Source: an optimization exercise on an open RTL-to-GDS flow (aim: small area and few clock cycles per item). Production flows keep margins and buffers that such runs may drop. At most, simulation tests tie the RTL to the original design; equivalence was not proved. Function not checked in run 1: the RTL went through the layout flow alone.

==> flow/design.v (outline; a module is shown in full before it is edited, if it fits) <==
// module mac_prime2r: 767 lines
// module mac_benc: 13 lines
// module mac_inv: 6 lines
// module mac_xor2: 7 lines
// module mac_xfer: 8 lines
// module mac_nmaj: 8 lines
// module mac_ao21: 8 lines
// module mac_and2: 7 lines
// module mac_nand2: 7 lines
// module mac_o22ai: 9 lines
// module mac_fa: 10 lines
// module mac_ha: 9 lines
// module mac_xnor: 7 lines
// module mac_or: 7 lines
// module mac_nmux2: 8 lines
module mac_prime2r #(
  parameter int MAX_TERMS = 1024,
  parameter int CNT_W     = 11
) (
  input  logic         clk,
  input  logic         rst_n,
  input  logic         in_valid,
  output logic         in_ready,
  input  logic         in_last,
  input  logic [23:0]  a,
  input  logic [23:0]  b,
  output logic         out_valid,
  input  logic         out_ready,
  output logic [69:0]  c,
  output logic         err
);
  // ...
==> flow/flow/run.sh <==
#!/bin/bash
# Own layout flow: the standard flow (standard.sh), with the standard
# synthesis unchanged, then the layout steps with a few extra ORFS settings
# read from flow/knobs.txt (one VAR=value per line):
#  - port buffers are plain buffers instead of the default delay-cell choice,
#  - optional extra repair/recovery settings.
# Each step's full output goes to its own log file in this folder.
set -euo pipefail
here=$(pwd)
knobs=()
if [[ -f flow/knobs.txt ]]; then
  while IFS= read -r line; do
    [[ -z "$line" || "$line" == \#* ]] && continue
    knobs+=("$line")
  done < flow/knobs.txt
fi
bash standard.sh synth > "$here/flow_synth.log" 2>&1
bash standard.sh "${knobs[@]}" finish > "$here/flow_layout.log" 2>&1
test -s out/final.def
==> flow/flow/knobs.txt <==
BUFFER_PORTS_ARGS=-buffer_cell sky130_fd_sc_hd__buf_1
==> flow/standard.sh <==
#!/bin/bash
# synth_recipe.tcl (not shown) runs the flow's synth.tcl, then flattens the netlist and writes it again
# the make line also repeats each setting of config.mk as NAME=value (left out here)
make -C /OpenROAD-flow-scripts/flow DESIGN_CONFIG=/design/flow/config.mk WORK_HOME=/design/flow/orfs CLKGATE_MAP_FILE= SYNTH_SCRIPT=/design/flow/synth_recipe.tcl "${@:-finish}"
==> flow/config.mk <==
export PLATFORM = sky130hd
export DESIGN_NAME = mac_prime2r
export DESIGN_NICKNAME = mac_prime2r
export VERILOG_FILES = /design/flow/design.v
export SDC_FILE = /design/flow/constraint.sdc
export NUM_CORES = 4
export LEC_CHECK = 0
export CAP_MARGIN = 0
export CORE_MARGIN = 2
export CORE_UTILIZATION = 55
export CTS_BUF_LIST = sky130_fd_sc_hd__clkbuf_8 sky130_fd_sc_hd__clkbuf_16
export GPL_TIMING_DRIVEN = 0
export SLEW_MARGIN = 0
export SYNTH_HIERARCHICAL = 1
==> flow/constraint.sdc <==
create_clock -name core_clock -period 8.0 [get_ports {clk}]
set_input_delay 1.6000 -clock core_clock [delete_from_list [all_inputs] [get_ports {clk}]]
set_output_delay 1.6000 -clock core_clock [all_outputs]
set_load 0.01 [all_outputs]
==> reports/results.tsv, run 1 <==
stage	metric	value	unit
run_status	status	finished with violations	
run_status	check.faults	negative setup slack	
clock_network	cts.path.max_buffers	2	
layout	inv_count	121	
worst_setup_path	path_cells	buf_2 > and3b_1 > o21ai_2 > o22ai_1 > xor2_1 > fa_1 > fa_1 > fa_1 > fa_1 > fa_1 > ha_1 > a21o_1 > a21o_1 > a21o_1 > a21o_4 > a21o_1 > a21o_1 > a21o_1 > a21o_1 > a21o_1 > xnor2_1	
floorplan	boundaryPins	126	
layout	syn2layout_area_growth	14.27	%
routing	vias_per_cell	6.499	
routing	postRouteAntennaNets	0	
worst_setup_path	critPathArrivalTime	8.27	ns
sta	totalNegativeSetupSlack	-0.001692	ns
synthesis	synth_compound_area_share	15.26	%
floorplan	start_util	55.72	%
worst_setup_path	cp_slowest_cell	o21ai_2	
sta	relSlewSlack	9.578	%
layout	sh_seq_area	8.872	%
floorplan	dieArea	0.03241	mm^2
grt	grt-busiest-layer	met2	
layout	n_antenna_cell	0	
worst_setup_path	end_kind	flip-flop	
synthesis	yosys_most_used_dff	dfxtp_1	
sta	setup_ws	-0.001692	ns
worst_setup_path	cp_num_buf_inv	1	
worst_setup_path	r2r_setup_slack	0.96	ns
sta	tightest_slew	1.355	ns
layout	layout_commonest_cell	fa_1	
worst_setup_path	r2r_cells	22	
synthesis	synth.area.top_cells	fa_1 35%, xor2_1 16%, o22ai_1 10%	
routing	wl_met2	27010	um
sta	hold_viol_final	0	
layout	top_register	acc_r	
sta	setup_viol	1	
sta	rsz0062_at_grt	yes	
synthesis	netlist_area	0.01704	mm^2
floorplan	die_x	180.0	um
synthesis	yosys-mux-area-fraction	1.358	%
==> run 2, diff against run 1 <==
--- a/flow/design.v
+++ b/flow/design.v
@@ -25,24 +25,29 @@
   logic        clr_r;         
   assign in_ready   = ~out_valid_r | out_ready;
   assign in_xfer_s  = in_valid & in_ready;
   assign acc_keep_s = ~((out_valid_r & out_ready) | clr_r);
   assign out_valid  = out_valid_r;
   assign c          = acc_r;
   logic [47:0] nacc;
   assign nacc = ~(acc_r[47:0] & {48{acc_keep_s}});
+  logic [2:0] xfer_e;
+  for (genvar g = 0; g < 3; g++) begin : g_xfer
+    mac_xfer u_xfer (.in_valid(in_valid), .out_valid(out_valid_r), .out_ready(out_ready),
+                     .xfer(xfer_e[g]));
+  end
   logic [11:0] bo_neg;
   logic [11:0] bo_none, bo_ntwo, bo_nneg;    
   logic [25:0] b_ext;
   assign b_ext = {1'b0, b, 1'b0};         
   for (genvar k = 0; k < 12; k++) begin : g_booth
     assign bo_neg[k] = b_ext[2*k+2];
     for (genvar e = 0; e < 1; e++) begin : g_enc
-      mac_benc u_enc (.b2(b_ext[2*k+2]), .b1(b_ext[2*k+1]), .b0(b_ext[2*k]), .xfer(in_xfer_s),
+      mac_benc u_enc (.b2(b_ext[2*k+2]), .b1(b_ext[2*k+1]), .b0(b_ext[2*k]), .xfer(xfer_e[k/4]),
                       .none(bo_none[k*1+e]), .ntwo(bo_ntwo[k*1+e]),
                       .nneg(bo_nneg[k*1+e]));
     end
   end
   logic [23:0] na [3];
   for (genvar g = 0; g < 3; g++) begin : g_na
     for (genvar i = 0; i < 24; i++) begin : g_bit
       mac_inv u_inv (.x(a[i]), .y(na[g][i]));
@@ -56,17 +61,17 @@
       localparam int E = (i * 1) / 24;
       logic sel;
       mac_o22ai u_sel (.a1(na[k/4][i]), .a2(bo_none[k*1+E]),
                        .b1(na[k/4][i-1]), .b2(bo_ntwo[k*1+E]), .y(sel));
       mac_xor2 u_neg (.x(sel), .y(bo_nneg[k*1+E]), .s(nbp[k*25+i]));
     end
   end
   logic [23:0] nbt;
-  assign nbt = ~(~na[2] & {24{b[23] & in_xfer_s}});
+  assign nbt = ~(~na[2] & {24{b[23] & xfer_e[2]}});
   logic [301:0] fs, fc;
   logic [7:0] hs, hc;
   logic [31:0] ns, nc;
   mac_xnor u_nhs0 (.x(nacc[22]), .y(~bo_neg[11]), .s(ns[0]));
   mac_or u_nhc0 (.x(nacc[22]), .y(~bo_neg[11]), .c(nc[0]));
   mac_xnor u_nhs1 (.x(nacc[23]), .y(nbp[23]), .s(ns[1]));
   mac_or u_nhc1 (.x(nacc[23]), .y(nbp[23]), .c(nc[1]));
   mac_fa u_fa0 (.x(nacc[24]), .y(nbt[0]), .z(nbp[24]), .s(fs[0]), .c(fc[0]));
@@ -533,198 +538,240 @@
   mac_ha u_cpa40 (.x(nx[40]), .y(ny[40]), .s(pg[40]), .c(gg[40]));
   mac_ha u_cpa41 (.x(nx[41]), .y(ny[41]), .s(pg[41]), .c(gg[41]));
   mac_ha u_cpa42 (.x(nx[42]), .y(ny[42]), .s(pg[42]), .c(gg[42]));
   mac_ha u_cpa43 (.x(nx[43]), .y(ny[43]), .s(pg[43]), .c(gg[43]));
   mac_ha u_cpa44 (.x(nx[44]), .y(ny[44]), .s(pg[44]), .c(gg[44]));
   mac_ha u_cpa45 (.x(nx[45]), .y(ny[45]), .s(pg[45]), .c(gg[45]));
   mac_ha u_cpa46 (.x(nx[46]), .y(ny[46]), .s(pg[46]), .c(gg[46]));
   mac_ha u_cpa47 (.x(nx[47]), .y(ny[47]), .s(pg[47]), .c(gg[47]));
-  logic [86:0] cg, cp;
+  logic [87:0] cg, cp;
   assign cg[0] = gg[1] | (pg[1] & (gg[0] | pg[0]));
   mac_ao21 u_pg1 (.a(gg[3]), .b(pg[3]), .c(gg[2]), .y(cg[1]));
   mac_and2 u_pp1 (.x(pg[3]), .y(pg[2]), .z(cp[1]));
   mac_ao21 u_pg2 (.a(gg[5]), .b(pg[5]), .c(gg[4]), .y(cg[2]));
   mac_and2 u_pp2 (.x(pg[5]), .y(pg[4]), .z(cp[2]));
   mac_ao21 u_pg3 (.a(gg[7]), .b(pg[7]), .c(gg[6]), .y(cg[3]));
   mac_and2 u_pp3 (.x(pg[7]), .y(pg[6]), .z(cp[3]));
   mac_ao21 u_pg4 (.a(gg[9]), .b(pg[9]), .c(gg[8]), .y(cg[4]));
   mac_and2 u_pp4 (.x(pg[9]), .y(pg[8]), .z(cp[4]));
   mac_ao21 u_pg5 (.a(gg[11]), .b(pg[11]), .c(gg[10]), .y(cg[5]));
   mac_and2 u_pp5 (.x(pg[11]), .y(pg[10]), .z(cp[5]));
   mac_ao21 u_pg6 (.a(gg[13]), .b(pg[13]), .c(gg[12]), .y(cg[6]));
   mac_and2 u_pp6 (.x(pg[13]), .y(pg[12]), .z(cp[6]));
   mac_ao21 u_pg7 (.a(gg[15]), .b(pg[15]), .c(gg[14]), .y(cg[7]));
   mac_and2 u_pp7 (.x(pg[15]), .y(pg[14]), .z(cp[7]));
-  mac_ao21 u_pg8 (.a(gg[39]), .b(pg[39]), .c(gg[38]), .y(cg[8]));
-  mac_and2 u_pp8 (.x(pg[39]), .y(pg[38]), .z(cp[8]));
-  mac_ao21 u_pg9 (.a(gg[41]), .b(pg[41]), .c(gg[40]), .y(cg[9]));
-  mac_and2 u_pp9 (.x(pg[41]), .y(pg[40]), .z(cp[9]));
-  mac_ao21 u_pg10 (.a(gg[43]), .b(pg[43]), .c(gg[42]), .y(cg[10]));
-  mac_and2 u_pp10 (.x(pg[43]), .y(pg[42]), .z(cp[10]));
-  mac_ao21 u_pg11 (.a(gg[45]), .b(pg[45]), .c(gg[44]), .y(cg[11]));
-  mac_and2 u_pp11 (.x(pg[45]), .y(pg[44]), .z(cp[11]));
-  mac_ao21 u_pg12 (.a(gg[47]), .b(pg[47]), .c(gg[46]), .y(cg[12]));
-  mac_and2 u_pp12 (.x(pg[47]), .y(pg[46]), .z(cp[12]));
-  mac_ao21 u_pg13 (.a(gg[37]), .b(pg[37]), .c(gg[36]), .y(cg[13]));
-  mac_and2 u_pp13 (.x(pg[37]), .y(pg[36]), .z(cp[13]));
-  mac_ao21 u_pg14 (.a(cg[1]), .b(cp[1]), .c(cg[0]), .y(cg[14]));
-  mac_and2 u_pp14 (.x(cp[1]), .y(cp[0]), .z(cp[14]));
-  mac_ao21 u_pg15 (.a(cg[3]), .b(cp[3]), .c(cg[2]), .y(cg[15]));
-  mac_and2 u_pp15 (.x(cp[3]), .y(cp[2]), .z(cp[15]));
-  mac_ao21 u_pg16 (.a(cg[5]), .b(cp[5]), .c(cg[4]), .y(cg[16]));
-  mac_and2 u_pp16 (.x(cp[5]), .y(cp[4]), .z(cp[16]));
-  mac_ao21 u_pg17 (.a(cg[7]), .b(cp[7]), .c(cg[6]), .y(cg[17]));
-  mac_and2 u_pp17 (.x(cp[7]), .y(cp[6]), .z(cp[17]));
-  mac_ao21 u_pg18 (.a(cg[9]), .b(cp[9]), .c(cg[8]), .y(cg[18]));
-  mac_and2 u_pp18 (.x(cp[9]), .y(cp[8]), .z(cp[18]));
-  mac_ao21 u_pg19 (.a(cg[11]), .b(cp[11]), .c(cg[10]), .y(cg[19]));
-  mac_and2 u_pp19 (.x(cp[11]), .y(cp[10]), .z(cp[19]));
-  mac_ao21 u_pg20 (.a(gg[17]), .b(pg[17]), .c(gg[16]), .y(cg[20]));
-  mac_and2 u_pp20 (.x(pg[17]), .y(pg[16]), .z(cp[20]));
-  mac_ao21 u_pg21 (.a(gg[19]), .b(pg[19]), .c(gg[18]), .y(cg[21]));
-  mac_and2 u_pp21 (.x(pg[19]), .y(pg[18]), .z(cp[21]));
-  mac_ao21 u_pg22 (.a(gg[21]), .b(pg[21]), .c(gg[20]), .y(cg[22]));
-  mac_and2 u_pp22 (.x(pg[21]), .y(pg[20]), .z(cp[22]));
-  mac_ao21 u_pg23 (.a(gg[23]), .b(pg[23]), .c(gg[22]), .y(cg[23]));
-  mac_and2 u_pp23 (.x(pg[23]), .y(pg[22]), .z(cp[23]));
-  mac_ao21 u_pg24 (.a(gg[32]), .b(pg[32]), .c(gg[31]), .y(cg[24]));
-  mac_and2 u_pp24 (.x(pg[32]), .y(pg[31]), .z(cp[24]));
-  mac_ao21 u_pg25 (.a(gg[34]), .b(pg[34]), .c(gg[33]), .y(cg[25]));
-  mac_and2 u_pp25 (.x(pg[34]), .y(pg[33]), .z(cp[25]));
-  mac_ao21 u_pg26 (.a(gg[30]), .b(pg[30]), .c(gg[29]), .y(cg[26]));
-  mac_and2 u_pp26 (.x(pg[30]), .y(pg[29]), .z(cp[26]));
-  mac_ao21 u_pg27 (.a(cg[13]), .b(cp[13]), .c(gg[35]), .y(cg[27]));
-  mac_and2 u_pp27 (.x(cp[13]), .y(pg[35]), .z(cp[27]));
-  mac_ao21 u_pg28 (.a(cg[15]), .b(cp[15]), .c(cg[14]), .y(cg[28]));
-  mac_and2 u_pp28 (.x(cp[15]), .y(cp[14]), .z(cp[28]));
-  mac_ao21 u_pg29 (.a(cg[17]), .b(cp[17]), .c(cg[16]), .y(cg[29]));
-  mac_and2 u_pp29 (.x(cp[17]), .y(cp[16]), .z(cp[29]));
-  mac_ao21 u_pg30 (.a(gg[25]), .b(pg[25]), .c(gg[24]), .y(cg[30]));
-  mac_and2 u_pp30 (.x(pg[25]), .y(pg[24]), .z(cp[30]));
-  mac_ao21 u_pg31 (.a(cg[19]), .b(cp[19]), .c(cg[18]), .y(cg[31]));
-  mac_and2 u_pp31 (.x(cp[19]), .y(cp[18]), .z(cp[31]));
-  mac_ao21 u_pg32 (.a(cg[21]), .b(cp[21]), .c(cg[20]), .y(cg[32]));
-  mac_and2 u_pp32 (.x(cp[21]), .y(cp[20]), .z(cp[32]));
-  mac_ao21 u_pg33 (.a(cg[23]), .b(cp[23]), .c(cg[22]), .y(cg[33]));
-  mac_and2 u_pp33 (.x(cp[23]), .y(cp[22]), .z(cp[33]));
-  mac_ao21 u_pg34 (.a(gg[28]), .b(pg[28]), .c(gg[27]), .y(cg[34]));
-  mac_and2 u_pp34 (.x(pg[28]), .y(pg[27]), .z(cp[34]));
-  mac_ao21 u_pg35 (.a(cg[25]), .b(cp[25]), .c(cg[24]), .y(cg[35]));
-  mac_and2 u_pp35 (.x(cp[25]), .y(cp[24]), .z(cp[35]));
-  mac_ao21 u_pg36 (.a(cg[29]), .b(cp[29]), .c(cg[28]), .y(cg[36]));
-  mac_and2 u_pp36 (.x(cp[29]), .y(cp[28]), .z(cp[36]));
-  mac_ao21 u_pg37 (.a(gg[26]), .b(pg[26]), .c(cg[30]), .y(cg[37]));
-  mac_and2 u_pp37 (.x(pg[26]), .y(cp[30]), .z(cp[37]));
-  mac_ao21 u_pg38 (.a(cg[31]), .b(cp[31]), .c(cg[27]), .y(cg[38]));
-  mac_and2 u_pp38 (.x(cp[31]), .y(cp[27]), .z(cp[38]));
-  mac_ao21 u_pg39 (.a(cg[33]), .b(cp[33]), .c(cg[32]), .y(cg[39]));
-  mac_and2 u_pp39 (.x(cp[33]), .y(cp[32]), .z(cp[39]));
-  mac_ao21 u_pg40 (.a(cg[26]), .b(cp[26]), .c(cg[34]), .y(cg[40]));
-  mac_and2 u_pp40 (.x(cp[26]), .y(cp[34]), .z(cp[40]));
-  mac_ao21 u_pg41 (.a(cg[38]), .b(cp[38]), .c(cg[35]), .y(cg[41]));
-  mac_and2 u_pp41 (.x(cp[38]), .y(cp[35]), .z(cp[41]));
-  mac_ao21 u_pg42 (.a(cg[39]), .b(cp[39]), .c(cg[36]), .y(cg[42]));
-  mac_and2 u_pp42 (.x(cp[39]), .y(cp[36]), .z(cp[42]));
-  mac_ao21 u_pg43 (.a(cg[40]), .b(cp[40]), .c(cg[37]), .y(cg[43]));
-  mac_and2 u_pp43 (.x(cp[40]), .y(cp[37]), .z(cp[43]));
-  mac_ao21 u_pg44 (.a(cg[12]), .b(cp[12]), .c(cg[41]), .y(cg[44]));
-  mac_and2 u_pp44 (.x(cp[12]), .y(cp[41]), .z(cp[44]));
+  mac_ao21 u_pg8 (.a(gg[17]), .b(pg[17]), .c(gg[16]), .y(cg[8]));
+  mac_and2 u_pp8 (.x(pg[17]), .y(pg[16]), .z(cp[8]));
+  mac_ao21 u_pg9 (.a(gg[19]), .b(pg[19]), .c(gg[18]), .y(cg[9]));
+  mac_and2 u_pp9 (.x(pg[19]), .y(pg[18]), .z(cp[9]));
+  mac_ao21 u_pg10 (.a(gg[21]), .b(pg[21]), .c(gg[20]), .y(cg[10]));
+  mac_and2 u_pp10 (.x(pg[21]), .y(pg[20]), .z(cp[10]));
+  mac_ao21 u_pg11 (.a(gg[23]), .b(pg[23]), .c(gg[22]), .y(cg[11]));
+  mac_and2 u_pp11 (.x(pg[23]), .y(pg[22]), .z(cp[11]));
+  mac_ao21 u_pg12 (.a(gg[25]), .b(pg[25]), .c(gg[24]), .y(cg[12]));
+  mac_and2 u_pp12 (.x(pg[25]), .y(pg[24]), .z(cp[12]));
+  mac_ao21 u_pg13 (.a(gg[27]), .b(pg[27]), .c(gg[26]), .y(cg[13]));
+  mac_and2 u_pp13 (.x(pg[27]), .y(pg[26]), .z(cp[13]));
+  mac_ao21 u_pg14 (.a(gg[29]), .b(pg[29]), .c(gg[28]), .y(cg[14]));
+  mac_and2 u_pp14 (.x(pg[29]), .y(pg[28]), .z(cp[14]));
+  mac_ao21 u_pg15 (.a(gg[31]), .b(pg[31]), .c(gg[30]), .y(cg[15]));
+  mac_and2 u_pp15 (.x(pg[31]), .y(pg[30]), .z(cp[15]));
+  mac_ao21 u_pg16 (.a(gg[33]), .b(pg[33]), .c(gg[32]), .y(cg[16]));
+  mac_and2 u_pp16 (.x(pg[33]), .y(pg[32]), .z(cp[16]));
+  mac_ao21 u_pg17 (.a(gg[35]), .b(pg[35]), .c(gg[34]), .y(cg[17]));
+  mac_and2 u_pp17 (.x(pg[35]), .y(pg[34]), .z(cp[17]));
+  mac_ao21 u_pg18 (.a(gg[37]), .b(pg[37]), .c(gg[36]), .y(cg[18]));
+  mac_and2 u_pp18 (.x(pg[37]), .y(pg[36]), .z(cp[18]));
+  mac_ao21 u_pg19 (.a(gg[39]), .b(pg[39]), .c(gg[38]), .y(cg[19]));
+  mac_and2 u_pp19 (.x(pg[39]), .y(pg[38]), .z(cp[19]));
+  mac_ao21 u_pg20 (.a(gg[41]), .b(pg[41]), .c(gg[40]), .y(cg[20]));
+  mac_and2 u_pp20 (.x(pg[41]), .y(pg[40]), .z(cp[20]));
+  mac_ao21 u_pg21 (.a(gg[43]), .b(pg[43]), .c(gg[42]), .y(cg[21]));
+  mac_and2 u_pp21 (.x(pg[43]), .y(pg[42]), .z(cp[21]));
+  mac_ao21 u_pg22 (.a(gg[45]), .b(pg[45]), .c(gg[44]), .y(cg[22]));
+  mac_and2 u_pp22 (.x(pg[45]), .y(pg[44]), .z(cp[22]));
+  mac_ao21 u_pg23 (.a(gg[47]), .b(pg[47]), .c(gg[46]), .y(cg[23]));
+  mac_and2 u_pp23 (.x(pg[47]), .y(pg[46]), .z(cp[23]));
+  mac_ao21 u_pg24 (.a(cg[1]), .b(cp[1]), .c(cg[0]), .y(cg[24]));
+  mac_and2 u_pp24 (.x(cp[1]), .y(cp[0]), .z(cp[24]));
+  mac_ao21 u_pg25 (.a(cg[3]), .b(cp[3]), .c(cg[2]), .y(cg[25]));
+  mac_and2 u_pp25 (.x(cp[3]), .y(cp[2]), .z(cp[25]));
+  mac_ao21 u_pg26 (.a(cg[5]), .b(cp[5]), .c(cg[4]), .y(cg[26]));
+  mac_and2 u_pp26 (.x(cp[5]), .y(cp[4]), .z(cp[26]));
+  mac_ao21 u_pg27 (.a(cg[7]), .b(cp[7]), .c(cg[6]), .y(cg[27]));
+  mac_and2 u_pp27 (.x(cp[7]), .y(cp[6]), .z(cp[27]));
+  mac_ao21 u_pg28 (.a(cg[9]), .b(cp[9]), .c(cg[8]), .y(cg[28]));
+  mac_and2 u_pp28 (.x(cp[9]), .y(cp[8]), .z(cp[28]));
+  mac_ao21 u_pg29 (.a(cg[11]), .b(cp[11]), .c(cg[10]), .y(cg[29]));
+  mac_and2 u_pp29 (.x(cp[11]), .y(cp[10]), .z(cp[29]));
+  mac_ao21 u_pg30 (.a(cg[13]), .b(cp[13]), .c(cg[12]), .y(cg[30]));
+  mac_and2 u_pp30 (.x(cp[13]), .y(cp[12]), .z(cp[30]));
+  mac_ao21 u_pg31 (.a(cg[15]), .b(cp[15]), .c(cg[14]), .y(cg[31]));
+  mac_and2 u_pp31 (.x(cp[15]), .y(cp[14]), .z(cp[31]));
+  mac_ao21 u_pg32 (.a(cg[17]), .b(cp[17]), .c(cg[16]), .y(cg[32]));
+  mac_and2 u_pp32 (.x(cp[17]), .y(cp[16]), .z(cp[32]));
+  mac_ao21 u_pg33 (.a(cg[19]), .b(cp[19]), .c(cg[18]), .y(cg[33]));
+  mac_and2 u_pp33 (.x(cp[19]), .y(cp[18]), .z(cp[33]));
+  mac_ao21 u_pg34 (.a(cg[21]), .b(cp[21]), .c(cg[20]), .y(cg[34]));
+  mac_and2 u_pp34 (.x(cp[21]), .y(cp[20]), .z(cp[34]));
+  mac_ao21 u_pg35 (.a(cg[23]), .b(cp[23]), .c(cg[22]), .y(cg[35]));
+  mac_and2 u_pp35 (.x(cp[23]), .y(cp[22]), .z(cp[35]));
+  mac_ao21 u_pg36 (.a(cg[25]), .b(cp[25]), .c(cg[24]), .y(cg[36]));
+  mac_and2 u_pp36 (.x(cp[25]), .y(cp[24]), .z(cp[36]));
+  mac_ao21 u_pg37 (.a(cg[27]), .b(cp[27]), .c(cg[26]), .y(cg[37]));
+  mac_and2 u_pp37 (.x(cp[27]), .y(cp[26]), .z(cp[37]));
+  mac_ao21 u_pg38 (.a(cg[29]), .b(cp[29]), .c(cg[28]), .y(cg[38]));
+  mac_and2 u_pp38 (.x(cp[29]), .y(cp[28]), .z(cp[38]));
+  mac_ao21 u_pg39 (.a(cg[31]), .b(cp[31]), .c(cg[30]), .y(cg[39]));
+  mac_and2 u_pp39 (.x(cp[31]), .y(cp[30]), .z(cp[39]));
+  mac_ao21 u_pg40 (.a(cg[33]), .b(cp[33]), .c(cg[32]), .y(cg[40]));
+  mac_and2 u_pp40 (.x(cp[33]), .y(cp[32]), .z(cp[40]));
+  mac_ao21 u_pg41 (.a(cg[35]), .b(cp[35]), .c(cg[34]), .y(cg[41]));
+  mac_and2 u_pp41 (.x(cp[35]), .y(cp[34]), .z(cp[41]));
+  mac_ao21 u_pg42 (.a(cg[37]), .b(cp[37]), .c(cg[36]), .y(cg[42]));
+  mac_and2 u_pp42 (.x(cp[37]), .y(cp[36]), .z(cp[42]));
+  mac_ao21 u_pg43 (.a(cg[39]), .b(cp[39]), .c(cg[38]), .y(cg[43]));
+  mac_and2 u_pp43 (.x(cp[39]), .y(cp[38]), .z(cp[43]));
+  mac_ao21 u_pg44 (.a(cg[41]), .b(cp[41]), .c(cg[40]), .y(cg[44]));
+  mac_and2 u_pp44 (.x(cp[41]), .y(cp[40]), .z(cp[44]));
   mac_ao21 u_pg45 (.a(cg[43]), .b(cp[43]), .c(cg[42]), .y(cg[45]));
   mac_and2 u_pp45 (.x(cp[43]), .y(cp[42]), .z(cp[45]));
   mac_ao21 u_pg46 (.a(cg[44]), .b(cp[44]), .c(cg[45]), .y(cg[46]));
   mac_and2 u_pp46 (.x(cp[44]), .y(cp[45]), .z(cp[46]));
-  mac_ao21 u_pg47 (.a(gg[2]), .b(pg[2]), .c(cg[0]), .y(cg[47]));
-  mac_ao21 u_pg48 (.a(gg[4]), .b(pg[4]), .c(cg[14]), .y(cg[48]));
-  mac_ao21 u_pg49 (.a(cg[2]), .b(cp[2]), .c(cg[14]), .y(cg[49]));
-  mac_ao21 u_pg50 (.a(gg[6]), .b(pg[6]), .c(cg[49]), .y(cg[50]));
-  mac_ao21 u_pg51 (.a(gg[8]), .b(pg[8]), .c(cg[28]), .y(cg[51]));
-  mac_ao21 u_pg52 (.a(cg[4]), .b(cp[4]), .c(cg[28]), .y(cg[52]));
-  mac_ao21 u_pg53 (.a(gg[10]), .b(pg[10]), .c(cg[52]), .y(cg[53]));
-  mac_ao21 u_pg54 (.a(cg[16]), .b(cp[16]), .c(cg[28]), .y(cg[54]));
-  mac_ao21 u_pg55 (.a(gg[12]), .b(pg[12]), .c(cg[54]), .y(cg[55]));
-  mac_ao21 u_pg56 (.a(cg[6]), .b(cp[6]), .c(cg[54]), .y(cg[56]));
-  mac_ao21 u_pg57 (.a(gg[14]), .b(pg[14]), .c(cg[56]), .y(cg[57]));
-  mac_ao21 u_pg58 (.a(gg[16]), .b(pg[16]), .c(cg[36]), .y(cg[58]));
-  mac_ao21 u_pg59 (.a(cg[20]), .b(cp[20]), .c(cg[36]), .y(cg[59]));
-  mac_ao21 u_pg60 (.a(gg[18]), .b(pg[18]), .c(cg[59]), .y(cg[60]));
-  mac_ao21 u_pg61 (.a(cg[32]), .b(cp[32]), .c(cg[36]), .y(cg[61]));
-  mac_ao21 u_pg62 (.a(gg[20]), .b(pg[20]), .c(cg[61]), .y(cg[62]));
-  mac_ao21 u_pg63 (.a(cg[22]), .b(cp[22]), .c(cg[61]), .y(cg[63]));
-  mac_ao21 u_pg64 (.a(gg[22]), .b(pg[22]), .c(cg[63]), .y(cg[64]));
-  mac_ao21 u_pg65 (.a(gg[24]), .b(pg[24]), .c(cg[42]), .y(cg[65]));
-  mac_ao21 u_pg66 (.a(cg[30]), .b(cp[30]), .c(cg[42]), .y(cg[66]));
-  mac_ao21 u_pg67 (.a(cg[37]), .b(cp[37]), .c(cg[42]), .y(cg[67]));
-  mac_ao21 u_pg68 (.a(gg[27]), .b(pg[27]), .c(cg[67]), .y(cg[68]));
-  mac_ao21 u_pg69 (.a(cg[34]), .b(cp[34]), .c(cg[67]), .y(cg[69]));
-  mac_ao21 u_pg70 (.a(gg[29]), .b(pg[29]), .c(cg[69]), .y(cg[70]));
-  mac_ao21 u_pg71 (.a(gg[31]), .b(pg[31]), .c(cg[45]), .y(cg[71]));
-  mac_ao21 u_pg72 (.a(cg[24]), .b(cp[24]), .c(cg[45]), .y(cg[72]));
-  mac_ao21 u_pg73 (.a(gg[33]), .b(pg[33]), .c(cg[72]), .y(cg[73]));
-  mac_ao21 u_pg74 (.a(cg[35]), .b(cp[35]), .c(cg[45]), .y(cg[74]));
-  mac_ao21 u_pg75 (.a(gg[35]), .b(pg[35]), .c(cg[74]), .y(cg[75]));
-  mac_ao21 u_pg76 (.a(gg[36]), .b(pg[36]), .c(cg[75]), .y(cg[76]));
-  mac_ao21 u_pg77 (.a(cg[27]), .b(cp[27]), .c(cg[74]), .y(cg[77]));
-  mac_ao21 u_pg78 (.a(gg[38]), .b(pg[38]), .c(cg[77]), .y(cg[78]));
-  mac_ao21 u_pg79 (.a(cg[8]), .b(cp[8]), .c(cg[77]), .y(cg[79]));
-  mac_ao21 u_pg80 (.a(gg[40]), .b(pg[40]), .c(cg[79]), .y(cg[80]));
-  mac_ao21 u_pg81 (.a(cg[18]), .b(cp[18]), .c(cg[77]), .y(cg[81]));
-  mac_ao21 u_pg82 (.a(gg[42]), .b(pg[42]), .c(cg[81]), .y(cg[82]));
-  mac_ao21 u_pg83 (.a(cg[10]), .b(cp[10]), .c(cg[81]), .y(cg[83]));
-  mac_ao21 u_pg84 (.a(gg[44]), .b(pg[44]), .c(cg[83]), .y(cg[84]));
-  mac_ao21 u_pg85 (.a(cg[41]), .b(cp[41]), .c(cg[45]), .y(cg[85]));
-  mac_ao21 u_pg86 (.a(gg[46]), .b(pg[46]), .c(cg[85]), .y(cg[86]));
+  mac_ao21 u_pg47 (.a(cg[38]), .b(cp[38]), .c(cg[42]), .y(cg[47]));
+  mac_and2 u_pp47 (.x(cp[38]), .y(cp[42]), .z(cp[47]));
+  mac_ao21 u_pg48 (.a(cg[40]), .b(cp[40]), .c(cg[45]), .y(cg[48]));
+  mac_and2 u_pp48 (.x(cp[40]), .y(cp[45]), .z(cp[48]));
+  mac_ao21 u_pg49 (.a(cg[26]), .b(cp[26]), .c(cg[36]), .y(cg[49]));
+  mac_and2 u_pp49 (.x(cp[26]), .y(cp[36]), .z(cp[49]));
+  mac_ao21 u_pg50 (.a(cg[28]), .b(cp[28]), .c(cg[42]), .y(cg[50]));
+  mac_and2 u_pp50 (.x(cp[28]), .y(cp[42]), .z(cp[50]));
+  mac_ao21 u_pg51 (.a(cg[30]), .b(cp[30]), .c(cg[47]), .y(cg[51]));
+  mac_and2 u_pp51 (.x(cp[30]), .y(cp[47]), .z(cp[51]));
+  mac_ao21 u_pg52 (.a(cg[32]), .b(cp[32]), .c(cg[45]), .y(cg[52]));
+  mac_and2 u_pp52 (.x(cp[32]), .y(cp[45]), .z(cp[52]));
+  mac_ao21 u_pg53 (.a(cg[34]), .b(cp[34]), .c(cg[48]), .y(cg[53]));
+  mac_and2 u_pp53 (.x(cp[34]), .y(cp[48]), .z(cp[53]));
+  mac_ao21 u_pg54 (.a(cg[2]), .b(cp[2]), .c(cg[24]), .y(cg[54]));
+  mac_and2 u_pp54 (.x(cp[2]), .y(cp[24]), .z(cp[54]));
+  mac_ao21 u_pg55 (.a(cg[4]), .b(cp[4]), .c(cg[36]), .y(cg[55]));
+  mac_and2 u_pp55 (.x(cp[4]), .y(cp[36]), .z(cp[55]));
+  mac_ao21 u_pg56 (.a(cg[6]), .b(cp[6]), .c(cg[49]), .y(cg[56]));
+  mac_and2 u_pp56 (.x(cp[6]), .y(cp[49]), .z(cp[56]));
+  mac_ao21 u_pg57 (.a(cg[8]), .b(cp[8]), .c(cg[42]), .y(cg[57]));
+  mac_and2 u_pp57 (.x(cp[8]), .y(cp[42]), .z(cp[57]));
+  mac_ao21 u_pg58 (.a(cg[10]), .b(cp[10]), .c(cg[50]), .y(cg[58]));
+  mac_and2 u_pp58 (.x(cp[10]), .y(cp[50]), .z(cp[58]));
+  mac_ao21 u_pg59 (.a(cg[12]), .b(cp[12]), .c(cg[47]), .y(cg[59]));
+  mac_and2 u_pp59 (.x(cp[12]), .y(cp[47]), .z(cp[59]));
+  mac_ao21 u_pg60 (.a(cg[14]), .b(cp[14]), .c(cg[51]), .y(cg[60]));
+  mac_and2 u_pp60 (.x(cp[14]), .y(cp[51]), .z(cp[60]));
+  mac_ao21 u_pg61 (.a(cg[16]), .b(cp[16]), .c(cg[45]), .y(cg[61]));
+  mac_and2 u_pp61 (.x(cp[16]), .y(cp[45]), .z(cp[61]));
+  mac_ao21 u_pg62 (.a(cg[18]), .b(cp[18]), .c(cg[52]), .y(cg[62]));
+  mac_and2 u_pp62 (.x(cp[18]), .y(cp[52]), .z(cp[62]));
+  mac_ao21 u_pg63 (.a(cg[20]), .b(cp[20]), .c(cg[48]), .y(cg[63]));
+  mac_and2 u_pp63 (.x(cp[20]), .y(cp[48]), .z(cp[63]));
+  mac_ao21 u_pg64 (.a(cg[22]), .b(cp[22]), .c(cg[53]), .y(cg[64]));
+  mac_and2 u_pp64 (.x(cp[22]), .y(cp[53]), .z(cp[64]));
+  mac_ao21 u_pg65 (.a(gg[2]), .b(pg[2]), .c(cg[0]), .y(cg[65]));
+  mac_and2 u_pp65 (.x(pg[2]), .y(cp[0]), .z(cp[65]));
+  mac_ao21 u_pg66 (.a(gg[4]), .b(pg[4]), .c(cg[24]), .y(cg[66]));
+  mac_and2 u_pp66 (.x(pg[4]), .y(cp[24]), .z(cp[66]));
+  mac_ao21 u_pg67 (.a(gg[6]), .b(pg[6]), .c(cg[54]), .y(cg[67]));
+  mac_and2 u_pp67 (.x(pg[6]), .y(cp[54]), .z(cp[67]));
+  mac_ao21 u_pg68 (.a(gg[8]), .b(pg[8]), .c(cg[36]), .y(cg[68]));
+  mac_and2 u_pp68 (.x(pg[8]), .y(cp[36]), .z(cp[68]));
+  mac_ao21 u_pg69 (.a(gg[10]), .b(pg[10]), .c(cg[55]), .y(cg[69]));
+  mac_and2 u_pp69 (.x(pg[10]), .y(cp[55]), .z(cp[69]));
+  mac_ao21 u_pg70 (.a(gg[12]), .b(pg[12]), .c(cg[49]), .y(cg[70]));
+  mac_and2 u_pp70 (.x(pg[12]), .y(cp[49]), .z(cp[70]));
+  mac_ao21 u_pg71 (.a(gg[14]), .b(pg[14]), .c(cg[56]), .y(cg[71]));
+  mac_and2 u_pp71 (.x(pg[14]), .y(cp[56]), .z(cp[71]));
+  mac_ao21 u_pg72 (.a(gg[16]), .b(pg[16]), .c(cg[42]), .y(cg[72]));
+  mac_and2 u_pp72 (.x(pg[16]), .y(cp[42]), .z(cp[72]));
+  mac_ao21 u_pg73 (.a(gg[18]), .b(pg[18]), .c(cg[57]), .y(cg[73]));
+  mac_and2 u_pp73 (.x(pg[18]), .y(cp[57]), .z(cp[73]));
+  mac_ao21 u_pg74 (.a(gg[20]), .b(pg[20]), .c(cg[50]), .y(cg[74]));
+  mac_and2 u_pp74 (.x(pg[20]), .y(cp[50]), .z(cp[74]));
+  mac_ao21 u_pg75 (.a(gg[22]), .b(pg[22]), .c(cg[58]), .y(cg[75]));
+  mac_and2 u_pp75 (.x(pg[22]), .y(cp[58]), .z(cp[75]));
+  mac_ao21 u_pg76 (.a(gg[24]), .b(pg[24]), .c(cg[47]), .y(cg[76]));
+  mac_and2 u_pp76 (.x(pg[24]), .y(cp[47]), .z(cp[76]));
+  mac_ao21 u_pg77 (.a(gg[26]), .b(pg[26]), .c(cg[59]), .y(cg[77]));
+  mac_and2 u_pp77 (.x(pg[26]), .y(cp[59]), .z(cp[77]));
+  mac_ao21 u_pg78 (.a(gg[28]), .b(pg[28]), .c(cg[51]), .y(cg[78]));
+  mac_and2 u_pp78 (.x(pg[28]), .y(cp[51]), .z(cp[78]));
+  mac_ao21 u_pg79 (.a(gg[30]), .b(pg[30]), .c(cg[60]), .y(cg[79]));
+  mac_and2 u_pp79 (.x(pg[30]), .y(cp[60]), .z(cp[79]));
+  mac_ao21 u_pg80 (.a(gg[32]), .b(pg[32]), .c(cg[45]), .y(cg[80]));
+  mac_and2 u_pp80 (.x(pg[32]), .y(cp[45]), .z(cp[80]));
+  mac_ao21 u_pg81 (.a(gg[34]), .b(pg[34]), .c(cg[61]), .y(cg[81]));
+  mac_and2 u_pp81 (.x(pg[34]), .y(cp[61]), .z(cp[81]));
+  mac_ao21 u_pg82 (.a(gg[36]), .b(pg[36]), .c(cg[52]), .y(cg[82]));
+  mac_and2 u_pp82 (.x(pg[36]), .y(cp[52]), .z(cp[82]));
+  mac_ao21 u_pg83 (.a(gg[38]), .b(pg[38]), .c(cg[62]), .y(cg[83]));
+  mac_and2 u_pp83 (.x(pg[38]), .y(cp[62]), .z(cp[83]));
+  mac_ao21 u_pg84 (.a(gg[40]), .b(pg[40]), .c(cg[48]), .y(cg[84]));
+  mac_and2 u_pp84 (.x(pg[40]), .y(cp[48]), .z(cp[84]));
+  mac_ao21 u_pg85 (.a(gg[42]), .b(pg[42]), .c(cg[63]), .y(cg[85]));
+  mac_and2 u_pp85 (.x(pg[42]), .y(cp[63]), .z(cp[85]));
+  mac_ao21 u_pg86 (.a(gg[44]), .b(pg[44]), .c(cg[53]), .y(cg[86]));
+  mac_and2 u_pp86 (.x(pg[44]), .y(cp[53]), .z(cp[86]));
+  mac_ao21 u_pg87 (.a(gg[46]), .b(pg[46]), .c(cg[64]), .y(cg[87]));
+  mac_and2 u_pp87 (.x(pg[46]), .y(cp[64]), .z(cp[87]));
   assign cy[0] = 1'b1;
   assign cy[1] = (gg[0] | pg[0]);
   assign cy[2] = cg[0];
-  assign cy[3] = cg[47];
-  assign cy[4] = cg[14];
-  assign cy[5] = cg[48];
-  assign cy[6] = cg[49];
-  assign cy[7] = cg[50];
-  assign cy[8] = cg[28];
-  assign cy[9] = cg[51];
-  assign cy[10] = cg[52];
-  assign cy[11] = cg[53];
-  assign cy[12] = cg[54];
-  assign cy[13] = cg[55];
+  assign cy[3] = cg[65];
+  assign cy[4] = cg[24];
+  assign cy[5] = cg[66];
+  assign cy[6] = cg[54];
+  assign cy[7] = cg[67];
+  assign cy[8] = cg[36];
+  assign cy[9] = cg[68];
+  assign cy[10] = cg[55];
+  assign cy[11] = cg[69];
+  assign cy[12] = cg[49];
+  assign cy[13] = cg[70];
   assign cy[14] = cg[56];
-  assign cy[15] = cg[57];
-  assign cy[16] = cg[36];
-  assign cy[17] = cg[58];
-  assign cy[18] = cg[59];
-  assign cy[19] = cg[60];
-  assign cy[20] = cg[61];
-  assign cy[21] = cg[62];
-  assign cy[22] = cg[63];
-  assign cy[23] = cg[64];
-  assign cy[24] = cg[42];
-  assign cy[25] = cg[65];
-  assign cy[26] = cg[66];
-  assign cy[27] = cg[67];
-  assign cy[28] = cg[68];
-  assign cy[29] = cg[69];
-  assign cy[30] = cg[70];
-  assign cy[31] = cg[45];
-  assign cy[32] = cg[71];
-  assign cy[33] = cg[72];
-  assign cy[34] = cg[73];
-  assign cy[35] = cg[74];
-  assign cy[36] = cg[75];
-  assign cy[37] = cg[76];
-  assign cy[38] = cg[77];
-  assign cy[39] = cg[78];
-  assign cy[40] = cg[79];
-  assign cy[41] = cg[80];
-  assign cy[42] = cg[81];
-  assign cy[43] = cg[82];
-  assign cy[44] = cg[83];
-  assign cy[45] = cg[84];
-  assign cy[46] = cg[85];
-  assign cy[47] = cg[86];
+  assign cy[15] = cg[71];
+  assign cy[16] = cg[42];
+  assign cy[17] = cg[72];
+  assign cy[18] = cg[57];
+  assign cy[19] = cg[73];
+  assign cy[20] = cg[50];
+  assign cy[21] = cg[74];
+  assign cy[22] = cg[58];
+  assign cy[23] = cg[75];
+  assign cy[24] = cg[47];
+  assign cy[25] = cg[76];
+  assign cy[26] = cg[59];
+  assign cy[27] = cg[77];
+  assign cy[28] = cg[51];
+  assign cy[29] = cg[78];
+  assign cy[30] = cg[60];
+  assign cy[31] = cg[79];
+  assign cy[32] = cg[45];
+  assign cy[33] = cg[80];
+  assign cy[34] = cg[61];
+  assign cy[35] = cg[81];
+  assign cy[36] = cg[52];
+  assign cy[37] = cg[82];
+  assign cy[38] = cg[62];
+  assign cy[39] = cg[83];
+  assign cy[40] = cg[48];
+  assign cy[41] = cg[84];
+  assign cy[42] = cg[63];
+  assign cy[43] = cg[85];
+  assign cy[44] = cg[53];
+  assign cy[45] = cg[86];
+  assign cy[46] = cg[64];
+  assign cy[47] = cg[87];
   assign cy[48] = cg[46];
   assign sum_s[47:0] = ~(pg ^ cy[47:0]);
   logic [3:0] inc_hi;
   for (genvar j = 0; j < 4; j++) begin : g_inc
     mac_nmaj u_maj (.x(fc[255]), .y(fc[301]), .z(cy[48]), .m(inc_hi[j]));
   end
   logic [69:48] nx_hi, nx_hi_dec;
   assign nx_hi = ~(acc_r[69:48] & {22{acc_keep_s}});
@@ -743,29 +790,28 @@
       out_valid_r <= (in_xfer_s & in_last) | (out_valid_r & ~out_ready);
       clr_r       <= 1'b0;
     end
   end
   localparam int TW = ((2 ** (CNT_W - 1)) >= MAX_TERMS) ? CNT_W - 1 : CNT_W;
   localparam logic [TW-1:0] LAST_CNT = TW'(MAX_TERMS - 1);
   logic [TW-1:0] cnt_r;
   logic          err_r;
+  always_ff @(posedge clk) begin
+    if (clr_r || (in_xfer_s && in_last)) begin
+      cnt_r <= '0;
+    end else if (in_xfer_s) begin
+      cnt_r <= cnt_r + 1'b1;
+    end
+  end
   always_ff @(posedge clk or negedge rst_n) begin
     if (!rst_n) begin
-      cnt_r <= '0;
       err_r <= 1'b0;
-    end else if (in_xfer_s) begin
-      if (in_last) begin
-        cnt_r <= '0;
-      end else begin
-        if (cnt_r == LAST_CNT) begin
-          err_r <= 1'b1;
-        end
-        cnt_r <= cnt_r + 1'b1;
-      end
+    end else if (in_xfer_s && !in_last && cnt_r == LAST_CNT) begin
+      err_r <= 1'b1;
     end
   end
   assign err = err_r;
 endmodule
 module mac_benc (
   input  logic b2,
   input  logic b1,
   input  logic b0,
==> flow/flow/knobs.txt (replaced) <==
BUFFER_PORTS_ARGS=-buffer_cell sky130_fd_sc_hd__buf_1
REMOVE_ABC_BUFFERS=1
==> flow/config.mk (replaced) <==
export PLATFORM = sky130hd
export DESIGN_NAME = mac_prime2r
export DESIGN_NICKNAME = mac_prime2r
export VERILOG_FILES = /design/flow/design.v
export SDC_FILE = /design/flow/constraint.sdc
export NUM_CORES = 4
export LEC_CHECK = 0
export CAP_MARGIN = 10
export CORE_MARGIN = 2
export CORE_UTILIZATION = 60
export CTS_BUF_LIST = sky130_fd_sc_hd__clkbuf_8 sky130_fd_sc_hd__clkbuf_16
export GPL_TIMING_DRIVEN = 0
export SLEW_MARGIN = 10
export SYNTH_HIERARCHICAL = 1
export TNS_END_PERCENT = 0
==> reports/results.tsv, run 2 <==
stage	metric	value	unit	change
layout	syn2layout_area_growth	11.78	%	was 14.27%
placed_design	gp_congestion	0.9693		was 0.9406
clock_network	hold_buffers	0		unchanged
layout	biggestRegsByFlops	acc_r (70), cnt_r (10)		unchanged
worst_hold_path	min_to	err_r		unchanged
routing	vias	14286		was 14908
synthesis	synth.distinct_cells	46		was 48
layout	drive_gt1_share	7.994	%	was 8.588%
clock_network	cts.path.max_buffers	2		unchanged
grt	grt_util_all_layers	36.14	%	was 37.41%
worst_hold_path	hold_class	reg2reg		unchanged
grt	antenna_found_initial	1		was 0
layout	largest_reg_flops	70		unchanged
sta	hold-worst-slack	0.4648	ns	was 0.4717 ns
sta	totalNegativeSetupSlack	0	ns	was -0.001692 ns
synthesis	netlist_area	0.01703	mm^2	was 0.01704 mm^2
clock_network	cts_htree_levels	3		unchanged
placed_design	dpl.hpwl	38520	um	was 40050 um
worst_setup_path	crit_required	8.27	ns	about the same
layout	final_cell_mix	302 x xor2_1, 302 x fa_1, 276 x o22ai_1		was 302 x fa_1, 299 x xor2_1, 276 x o22ai_1
clock_network	root_buffer	clkbuf_16		unchanged
synthesis	synth_fa_ha_area_share	39.84	%	was 39.80%
routing	postRouteAntennaNets	0		unchanged
synthesis	synth_edf_count	0		unchanged
synthesis	synth_compound_area_share	15.16	%	was 15.26%
layout	num-fill-cells	2256		was 2689
grt	grt_max_degree	29		was 25
placed_design	port_buffers	125		unchanged
synthesis	yosys_most_used_dff	dfxtp_1		unchanged
synthesis	synth_common_cells	303 x xor2_1, 302 x fa_1, 276 x o22ai_1		was 305 x xor2_1, 302 x fa_1, 276 x o22ai_1
routing	wl_per_cell	23.06	um	was 25.87 um
worst_setup_path	r2r_setup_slack	1.18	ns	was 0.96 ns
layout	design_area	0.01904	mm^2	was 0.01948 mm^2
synthesis	synthXorXnorAreaFrac	21.39	%	was 21.22%
grt	grt_pass1_wl	81190	um	was 91870 um
layout	seq_area	0.001678	mm^2	was 0.001728 mm^2
worst_setup_path	worst_r2r_endpoint	acc_r[47]		was acc_r[45]
worst_setup_path	critPathArrivalTime	8.02	ns	was 8.27 ns
synthesis	syn_avg_cell_area	10.02	um^2	about the same
synthesis	synthArstFlopShare	3.614	%	was 15.66%
worst_setup_path	start_kind	primary input		unchanged
floorplan	die_x	172.5	um	was 180.0 um
placed_design	post_dp_cell_area	0.01823	mm^2	was 0.01816 mm^2
worst_setup_path	timing.critical_path.slowest_cell_delay	0.54	ns	was 0.66 ns
synthesis	ys_seq_area_share	9.852	%	was 10.14%
clock_network	cts.sinks	83		unchanged
sta	tightest_slew	1.290	ns	was 1.355 ns
routing	first_pass_iters	8		unchanged
sta	period_share	96.95	%	was 100.0%
routing	wl	51700	um	was 59350 um
layout	multiInputGateArea	0.01521	mm^2	was 0.01553 mm^2
floorplan	die_y	172.5	um	was 180.0 um
worst_setup_path	r2r-start	out_valid_r		unchanged
synthesis	ys_seq_elements	83		unchanged
routing	drcViolationCount	0		unchanged
worst_setup_path	worstSetupStartpoint	in_valid		was b[5]
worst_setup_path	crit_family	adder cells		unchanged
sta	finClkSkew	0.01056	ns	was 0.02087 ns
clock_network	numCtsBuffers	9		unchanged
synthesis	synth.area.top_cells	fa_1 36%, xor2_1 16%, o22ai_1 10%		was fa_1 35%, xor2_1 16%, o22ai_1 10%
floorplan	dieArea	0.02975	mm^2	was 0.03241 mm^2
sta	rsz0062_at_grt	no		was yes
floorplan	num_rows	61		was 64
layout	fin_nets	2273		was 2307
worst_setup_path	cp_max_fo	17		was 12
routing	drtIter0Drc	1441		was 1346
sta	hold_viol_final	0		unchanged
synthesis	synth_top_family_by_area	adder cells		unchanged
sta	relSlewSlack	13.89	%	was 9.578%
synthesis	synth_largest_area_cell	fa_1		unchanged
worst_setup_path	path_cells	buf_2 > a21boi_4 > buf_4 > buf_4 > o21ai_2 > buf_8 > o22ai_1 > xor2_1 > fa_1 > fa_1 > fa_1 > fa_1 > fa_1 > ha_1 > and2_1 > and2_1 > and2_1 > and2_1 > a21o_2 > a21o_1 > a21o_1 > a21o_1 > a21o_1 > xnor2_1		was buf_2 > and3b_1 > o21ai_2 > o22ai_1 > xor2_1 > fa_1 > fa_1 > fa_1 > fa_1 > fa_1 > ha_1 > a21o_1 > a21o_1 > a21o_1 > a21o_4 > a21o_1 > a21o_1 > a21o_1 > a21o_1 > a21o_1 > xnor2_1
sta	fin_crit	7.756	ns	was 8.002 ns
routing	vias_per_cell	6.372		was 6.499
clock_network	clkLatencyLatePin	0.38	ns	was 0.40 ns
clock_network	cts_tree	built		unchanged
floorplan	start_util	61.13	%	was 55.72%
run_status	status	no timing/DRC/antenna violations		was finished with violations
grt	grt_pass1_vias	14763		was 15764
sta	setup_viol	0		was 1
layout	top_register	acc_r		unchanged
synthesis	synth_cells	1699		was 1701
floorplan	boundaryPins	126		unchanged
worst_setup_path	cp_slowest_cell	fa_1		was o21ai_2
synthesis	synth_top_area_share	35.50	%	was 35.47%
synthesis	yosys.area_share.simple	9.720	%	was 9.455%
layout	n_antenna_cell	0		unchanged
clock_network	clk_transition_reported_paths	0.07	ns	about the same
worst_setup_path	path_class	in2reg		unchanged
grt	overflow	0		unchanged
worst_hold_path	whs_path_depth	1		was 2
worst_setup_path	cp_num_buf_inv	4		was 1
sta	maxSlewViolCount	0		unchanged
worst_hold_path	hp-start	err_r		unchanged
flow_run	cap_violations	0		unchanged
sta	fmax	0.1289	GHz	was 0.1250 GHz
worst_setup_path	r2r_cells	23		was 22
synthesis	yosys-mux-area-fraction	1.293	%	was 1.358%
synthesis	synth_most_common_cell	xor2_1		unchanged
worst_setup_path	path_common_cell	fa_1		was a21o_1
floorplan	core_area	0.02786	mm^2	was 0.03059 mm^2
synthesis	ys_warn_count	8		unchanged
worst_setup_path	end_kind	flip-flop		unchanged
run 2: cell count changes in the layout (fill, tap and decap cells not counted), sizes merged, moves of 8 or more:
cell / before / now
or3: 26 / 1
dfxtp: 70 / 80
clkbuf: 25 / 12
dfrtp: 12 / 2
clkinvlp: 22 / 14
or2: 34 / 58
o21ai: 34 / 18
run 2: repair_timing:
action / CTS / global route
setup endpoints to repair: 47 / 36
pin swaps: 0 / 2
buffers inserted: 7 / 4
cloned: 3 / 2
gates resized for setup: 54 / 38
run 2: final cells by class:
cell class / count / share of cell area [%]
Clock buffer: 9 / 1.183
Timing Repair Buffer: 152 / 4.772
Multi-Input combinational cell: 1500 / 79.93
Tap cell: 378 / 2.485
Inverter: 108 / 2.294
Timing Repair inverter: 5 / 0.1315
Sequential cell: 83 / 8.814
Clock inverter: 7 / 0.3944
run 2: cell families after synthesis:
| group | count (synthesis) |
|---|---|
| other cells | 1 |
| mux | 22 |
| flops | 83 |
| xor+xnor | 416 |
| compound gates | 396 |
| buf+inv | 119 |
| fa+ha+maj | 361 |
| simple gates | 301 |
run 2: worst reg2reg max path: cells and delay by family (launching register included):
kind,cells,cell delay [ns]
xor+xnor,2,0.35
compound gates,8,1.70
fa+ha+maj,6,2.80
buf+inv,3,0.59
flops,1,0.53
simple gates,4,0.76
run 2: how the worst max path moves through the flow:
| stage | endpoint | slack, ns | depth (start not counted) |
|---|---|---|---|
| floorplan | acc_r[48] | -0.06 | 19 |
| global placement | acc_r[49] | -2.16 | 19 |
| detailed placement | acc_r[50] | -1.93 | 19 |
| CTS | acc_r[58] | 0.02 | 21 |
| global route | acc_r[47] | 0.03 | 19 |
| finish | acc_r[47] | 0.24 | 24 |
run 2: Yosys stat by module (local to each module, per instance), excerpt:
module,flops+latches,copies in the design,area [um^2],cells
mac_nmaj,0,4,12.51,2
mac_benc,0,12,37.54,6
mac_ha,0,56,12.51,1
mac_xfer,0,3,11.26,2
mac_fa,0,302,20.02,1
mac_ao21,0,87,7.507,1
mac_o22ai,0,276,6.256,1
mac_prime2r,83,1,3725,417
mac_nmux2,0,22,10.01,1
mac_xor2,0,276,8.758,1
mac_and2,0,41,6.256,1
mac_inv,0,72,3.754,1
mac_xnor,0,32,8.758,1
run 2: layer usage:
layer	routed length (um)	part of all wire, %	track usage [%]
met5	0	0	0
met4	1868	3.6	14.14
met3	4458	8.6	6.798
met2	25420	49	60.37
met1	19960	39	46.59
run 2: through the flow:
step / util (%) / setup slack [ns] / instances
after detailed placement: 65.45 / -1.933 / 2209
after global routing: 68.33 / 0.02616 / 2242
after CTS: 67.58 / 0.01740 / 2235
final: 68.33 / 0.2436 / 2242
after global placement: 64.37 / -2.159 / 2194
after floorplan: - / -0.05661 / 1691
Testbench counts of run 2, summed over its fixed seeds: cycles 31,914, items 31,906.
==> run 3, diff against run 2 <==
--- a/flow/config.mk
+++ b/flow/config.mk
@@ -10,6 +10,6 @@
 export CORE_UTILIZATION = 60
 export CTS_BUF_LIST = sky130_fd_sc_hd__clkbuf_8 sky130_fd_sc_hd__clkbuf_16
 export GPL_TIMING_DRIVEN = 0
+export PLACE_DENSITY = 0.75
 export SLEW_MARGIN = 10
 export SYNTH_HIERARCHICAL = 1
-export TNS_END_PERCENT = 0
==> reports/results.tsv, run 3 <==
stage	metric	value	unit	change
synthesis	yosys_most_used_dff	dfxtp_1		unchanged
floorplan	dieArea	0.02975	mm^2	unchanged
run_status	status	no timing/DRC/antenna violations		unchanged
worst_setup_path	crit_required	8.26	ns	was 8.27 ns
clock_network	hold_buffers	0		unchanged
clock_network	clkLatencyLatePin	0.38	ns	about the same
grt	overflow	0		unchanged
routing	postRouteAntennaNets	0		unchanged
routing	drcViolationCount	0		unchanged
layout	biggestRegsByFlops	acc_r (70), cnt_r (10)		unchanged
worst_setup_path	cp_num_buf_inv	2		was 4
floorplan	start_util	61.13	%	unchanged
synthesis	netlist_area	0.01703	mm^2	unchanged
synthesis	synthXorXnorAreaFrac	21.39	%	unchanged
sta	setup_viol	0		unchanged
worst_setup_path	cp_max_fo	23		was 17
sta	relSlewSlack	11.80	%	was 13.89%
synthesis	synth_most_common_cell	xor2_1		unchanged
layout	drive_gt1_share	7.577	%	was 7.994%
sta	finClkSkew	0.01063	ns	was 0.01056 ns
synthesis	ys_seq_area_share	9.852	%	unchanged
floorplan	boundaryPins	126		unchanged
layout	fin_nets	2270		was 2273
synthesis	yosys.area_share.simple	9.720	%	unchanged
worst_setup_path	timing.critical_path.slowest_cell_delay	0.72	ns	was 0.54 ns
clock_network	cts.path.max_buffers	2		unchanged
placed_design	placed_cells	2209		unchanged
synthesis	synth_compound_area_share	15.16	%	unchanged
placed_design	dpl.hpwl	39320	um	was 38520 um
synthesis	synth.distinct_cells	46		unchanged
sta	tightest_slew	1.322	ns	was 1.290 ns
clock_network	root_buffer	clkbuf_16		unchanged
synthesis	syn_avg_cell_area	10.02	um^2	unchanged
placed_design	port_buffers	125		unchanged
layout	n_antenna_cell	0		unchanged
worst_setup_path	cp_slowest_cell	clkinvlp_4		was fa_1
synthesis	synth_fa_ha_area_share	39.84	%	unchanged
synthesis	synth_edf_count	0		unchanged
layout	multiInputGateArea	0.01520	mm^2	was 0.01521 mm^2
worst_setup_path	path_common_cell	a21o_1		was fa_1
worst_hold_path	hold_class	reg2reg		unchanged
worst_setup_path	end_kind	flip-flop		unchanged
layout	layout_commonest_cell	xor2_1		
floorplan	core_area	0.02786	mm^2	unchanged
floorplan	die_y	172.5	um	unchanged
sta	fin_crit	7.823	ns	was 7.756 ns
clock_network	cts_tree	built		unchanged
clock_network	cts.sinks	83		unchanged
clock_network	numCtsBuffers	9		unchanged
routing	vias_per_cell	6.443		was 6.372
synthesis	synthArstFlopShare	3.614	%	unchanged
sta	period_share	97.78	%	was 96.95%
synthesis	synth_top_area_share	35.50	%	unchanged
layout	syn2layout_area_growth	11.55	%	was 11.78%
grt	antenna_found_initial	0		was 1
layout	seq_area	0.001678	mm^2	unchanged
grt	grt_pass1_vias	15162		was 14763
layout	top_register	acc_r		unchanged
synthesis	ys_warn_count	8		unchanged
sta	rsz0062_at_grt	no		unchanged
layout	fin_cells	2239		was 2242
clock_network	clk_transition_reported_paths	0.07	ns	about the same
synthesis	synth.area.top_cells	fa_1 36%, xor2_1 16%, o22ai_1 10%		unchanged
routing	first_pass_iters	6		was 8
synthesis	yosys-mux-area-fraction	1.293	%	unchanged
routing	wl	51290	um	was 51700 um
synthesis	ys_seq_elements	83		unchanged
synthesis	synth_cells	1699		unchanged
layout	largest_reg_flops	70		unchanged
worst_setup_path	path_cells	buf_2 > clkinvlp_4 > xor2_1 > fa_1 > fa_1 > fa_1 > fa_1 > fa_1 > ha_1 > and2_1 > a21o_1 > a21o_1 > a21o_1 > a21o_2 > a21o_1 > a21o_1 > a21o_1 > a21o_1 > xnor2_1		was buf_2 > a21boi_4 > buf_4 > buf_4 > o21ai_2 > buf_8 > o22ai_1 > xor2_1 > fa_1 > fa_1 > fa_1 > fa_1 > fa_1 > ha_1 > and2_1 > and2_1 > and2_1 > and2_1 > a21o_2 > a21o_1 > a21o_1 > a21o_1 > a21o_1 > xnor2_1
routing	wl_per_cell	22.91	um	was 23.06 um
worst_setup_path	start_kind	primary input		unchanged
grt	grt_util_all_layers	36.07	%	was 36.14%
placed_design	gp_congestion	0.9983		was 0.9693
sta	hold-worst-slack	0.4692	ns	was 0.4648 ns
sta	hold_viol_final	0		unchanged
clock_network	cts_htree_levels	3		unchanged
worst_setup_path	path_class	in2reg		unchanged
grt	grt_pass1_wl	81210	um	was 81190 um
sta	fmax	0.1278	GHz	was 0.1289 GHz
routing	vias	14426		was 14286
synthesis	synth_top_family_by_area	adder cells		unchanged
worst_setup_path	crit_family	adder cells		unchanged
grt	grt_max_degree	33		was 29
floorplan	num_rows	61		unchanged
floorplan	die_x	172.5	um	unchanged
sta	maxSlewViolCount	0		unchanged
routing	drtIter0Drc	1796		was 1441
layout	num-fill-cells	2241		was 2256
synthesis	synth_common_cells	303 x xor2_1, 302 x fa_1, 276 x o22ai_1		unchanged
layout	final_cell_mix	303 x xor2_1, 302 x fa_1, 276 x o22ai_1		was 302 x xor2_1, 302 x fa_1, 276 x o22ai_1
synthesis	synth_largest_area_cell	fa_1		unchanged
flow_run	cap_violations	0		unchanged
worst_setup_path	critPathArrivalTime	8.08	ns	was 8.02 ns
sta	totalNegativeSetupSlack	0	ns	unchanged
-- run 3: logic make-up after synthesis --
kind of cell             Yosys count
XOR/XNOR                         416
buffers and inverters            119
multiplexers                      22
AO/OA/AOI/OAI                    396
adder cells (fa/ha/maj)          361
other                              1
AND/OR/NAND/NOR                  301
flip-flops                        83
-- run 3: final timing paths --
kind	start	to	slack [ns]	cells past startpoint
worst max-delay path	b[7]	acc_r[47]	0.18	19
worst min-delay path	err_r	err_r	0.47	1
worst max register to register	out_valid_r	acc_r[47]	1.22	22
worst min register to register	err_r	err_r	0.47	1
max in group asynchronous	rst_n	clr_r	6.74	1
min in group asynchronous	rst_n	err_r	1.02	1
-- run 3: final cells by class --
| type | instances | share of cell area [%] |
|---|---|---|
| flip-flops and latches | 83 | 8.832 |
| inverters | 108 | 2.259 |
| repair inverters | 3 | 0.07904 |
| repair buffers | 151 | 4.722 |
| clock inverters | 7 | 0.4018 |
| clock buffers | 9 | 1.186 |
| well taps | 378 | 2.490 |
| multi-input cells | 1500 | 80.03 |
-- run 3: per-layer routing --
layer	GRT usage (%)	wire length (um)
met5	0	0
met4	18.49	2934
met3	7.210	5065
met2	59.17	24780
met1	45.42	18510
-- run 3: stage by stage --
step,area (um^2),utilization [%],worst slack (ns)
global route,19000,68.19,0.03544
finish,19000,68.19,0.1774
global placement,17930,64.37,-2.181
detailed placement,18240,65.46,-2.372
CTS,18760,67.33,0.02276
floorplan,16990,-,-0.05661
-- run 3: modules after synthesis (local to each module, per instance), a selection --
module | copies in the design | cell area (um^2) | cells | flops+latches
mac_benc | 12 | 37.54 | 6 | 0
mac_ao21 | 87 | 7.507 | 1 | 0
mac_xfer | 3 | 11.26 | 2 | 0
mac_prime2r | 1 | 3725 | 417 | 83
mac_or | 32 | 6.256 | 1 | 0
mac_xor2 | 276 | 8.758 | 1 | 0
mac_o22ai | 276 | 6.256 | 1 | 0
mac_ha | 56 | 12.51 | 1 | 0
mac_and2 | 41 | 6.256 | 1 | 0
mac_inv | 72 | 3.754 | 1 | 0
-- run 3: timing repair --
action | 4_1_cts | 5_1_grt
resized for setup | 47 | 35
cloned | 2 | 1
pin swaps | 0 | 1
endpoints found under the setup margin | 53 | 32
setup buffers | 6 | 3

[separate check: timing with driven ports]
The flow's constraints put no driver on any port. The routed layouts listed below were extracted and timed again, unchanged, in two steps.
Step 1 sets driving cells, clkbuf_16 on the clock port and buf_2 on the other inputs (assumed; they add their load-dependent delay and slew).
Step 2 moves the port delays by t, midway between the first and last clock arrival at a register: inputs arrive t later, outputs are due t later. That takes back most of the time a late clock gives input paths.
Slacks: no drivers / after step 1 / after step 2; pairs: no drivers / after step 1.
run	shift t [ns]	setup WS [ns]	worst hold slack (ns)
run 1	0.440	-0.002 / 0.031 / -0.408	0.472 / 0.472 / 0.472
run 2	0.426	0.244 / 0.274 / -0.152	0.465 / 0.465 / 0.465
run 3	0.425	0.177 / 0.205 / -0.220	0.469 / 0.469 / 0.469
With both steps, setup timing fails in run 2 and run 3, where it was met with ideal ports. For run 1, which loses most, drivers alone change the setup slack by +0.033 ns; drivers and shift together by -0.406 ns.
